This is an optimization exercise on Yosys and OpenROAD, whose aim is small area, a short achievable clock period and few clock cycles per item, not a production implementation. The RTL was checked by simulation tests, not by an equivalence proof against the original design.

==> inputs of tundra <==
// lens_undistort_pixel
module lens_undistort_pixel (
    input  logic        clk,
    input  logic        rst_n,
    input  logic        s_tvalid,
    output logic        s_tready,
    input  logic [31:0] s_tdata,    
    output logic        m_tvalid,
    input  logic        m_tready,
    output logic [39:0] m_tdata,    
    output logic        m_tuser,    
    input  logic        psel,
    input  logic        penable,
    input  logic        pwrite,
    input  logic [5:0]  paddr,
    input  logic [63:0] pwdata,
    output logic [63:0] prdata,
    output logic        pready
);
    localparam int MAX_ITERATIONS = 20;
    localparam logic signed [23:0] QMAX = 24'sh7FFFFF;
    localparam logic signed [23:0] QMIN = 24'sh800000;
    localparam logic signed [27:0] QONE = 28'sh0100000;
    localparam logic [2:0] REG_FOCAL  = 3'd0;
    localparam logic [2:0] REG_CENTER = 3'd1;
    localparam logic [2:0] REG_SKEW   = 3'd2;
    localparam logic [2:0] REG_K1     = 3'd3;
    localparam logic [2:0] REG_K2     = 3'd4;
    localparam logic [2:0] REG_K3     = 3'd5;
    localparam logic [2:0] REG_P1     = 3'd6;
    localparam logic [2:0] REG_P2     = 3'd7;
    localparam logic [58:0] THR_C = 59'h28F5C28F5C28F5C;
    logic [23:0]        cfg_fx, cfg_fy;
    logic [15:0]        cfg_cx, cfg_cy;
    logic signed [17:0] cfg_alpha;
    logic signed [23:0] cfg_k1, cfg_k2, cfg_k3, cfg_p1, cfg_p2;
    logic               wr_en;
    logic               focal_wr;
    logic [2:0]         reg_idx;
    assign pready   = 1'b1;
    assign wr_en    = psel && penable && pwrite;
  ...
Settings: LEC_CHECK=0, CAP_MARGIN=20, CORE_MARGIN=2, CORE_UTILIZATION=45, SETUP_SLACK_MARGIN=5, SLEW_MARGIN=20; clock period 12.0 ns.
run.sh (not shown) runs the stock make flow with config.mk's settings and CLKGATE_MAP_FILE= SYNTH_SCRIPT=/design/flow/synth_recipe.tcl, a recipe that flattens the netlist after the stock synthesis.
==> cedar: changes against tundra <==
==> flow/flow/run.sh (new file) <==
#!/bin/bash
set -euo pipefail
sed 's/SETUP_SLACK_MARGIN=5/SETUP_SLACK_MARGIN=6.0/' standard.sh > standard_margin.sh
grep -q 'SETUP_SLACK_MARGIN=6.0' standard_margin.sh
bash standard_margin.sh finish > flow_make.log 2>&1
==> flow/standard.sh (new file) <==
#!/bin/bash
# synth_recipe.tcl (not shown) runs the flow's synth.tcl, then flattens the netlist and writes it again
# the make line also repeats each setting of config.mk as NAME=value (left out here)
make -C /OpenROAD-flow-scripts/flow DESIGN_CONFIG=/design/flow/config.mk WORK_HOME=/design/flow/orfs CLKGATE_MAP_FILE= SYNTH_SCRIPT=/design/flow/synth_recipe.tcl "${@:-finish}"
removed: flow/run.sh
==> pepper: changes against tundra <==
==> flow/flow/run.sh (new file) <==
#!/bin/bash
set -euo pipefail
sed 's/SETUP_SLACK_MARGIN=5/SETUP_SLACK_MARGIN=6.5/' standard.sh > standard_margin.sh
grep -q 'SETUP_SLACK_MARGIN=6.5' standard_margin.sh
bash standard_margin.sh finish > flow_make.log 2>&1
==> flow/standard.sh (new file) <==
#!/bin/bash
# synth_recipe.tcl (not shown) runs the flow's synth.tcl, then flattens the netlist and writes it again
# the make line also repeats each setting of config.mk as NAME=value (left out here)
make -C /OpenROAD-flow-scripts/flow DESIGN_CONFIG=/design/flow/config.mk WORK_HOME=/design/flow/orfs CLKGATE_MAP_FILE= SYNTH_SCRIPT=/design/flow/synth_recipe.tcl "${@:-finish}"
removed: flow/run.sh
==> summary of the runs <==
Via count, lowest first: cedar, tundra, pepper. In synthesized area, pepper and tundra do not differ. Global-route usage: pepper is lower than cedar (0.15 points). Of tundra and pepper, tundra has the higher critical path depth (gap 1).
==> figures <==
|  | tundra | pepper | cedar |
|---|---|---|---|
| Multi-In Gates | 7,858 | 7,870 | 7,860 |
| Place WS | 3.87 ns | 4.21 ns | 3.50 ns |
| Clk cell area share | 0.0422 | 0.0410 | 0.0426 |
| Number of setup buffers added after CTS | 4 | 93 | 16 |
| Critical path buffers and inverters | 4 | 5 | 2 |
| Register cell area after layout | 24,600 µm² | 24,600 µm² | 24,600 µm² |
| Wire length of the first global-routing pass | 625 mm | 621 mm | 621 mm |
| Largest net degree at the start of global routing | 81 | 180 | 78 |
| Layout non-clock buf frac | 0.0464 | 0.0816 | 0.0496 |
| Run status | complete, no violations | complete, no violations | complete, no violations |
| Total length of routed wires | 445 mm | 453 mm | 443 mm |
Testbench counts of tundra, summed over its fixed seeds: cycles 112,784, items 2,560.
Testbench counts of cedar, summed over its fixed seeds: cycles 112,784, items 2,560.
Testbench counts of pepper, summed over its fixed seeds: cycles 112,784, items 2,560.

re-timing with driven ports:
The flow's constraints put no driver on any port. The routed layouts listed below were extracted and timed again, unchanged, in two steps.
Step 1, drivers: a clkbuf_16 drives clk and a buf_2 each remaining input, both assumed.
Step 2 also shifts input and output timing later by t, the mid clock arrival at the registers, as if the neighbouring blocks saw the same clock.
a / b / c = ideal ports / drivers / drivers and shift; a / b = the first two.
run	t (ns)	setup WS [ns]	worst setup path at the end	slew at the worst register clock pin (ns)	worst data-port slew with drivers (ns)
tundra	0.926	5.034 / 5.034 / 4.573	input to register	0.08 / 0.08	0.11
cedar	0.903	5.978 / 5.978 / 5.226	input to register	0.08 / 0.08	0.09
pepper	0.885	6.384 / 6.384 / 5.734	input to register	0.07 / 0.07	0.11
After both steps every run listed still meets setup and hold. The setup slack of cedar, which loses most, moves by 0.000 ns with the drivers and by -0.752 ns with both steps.
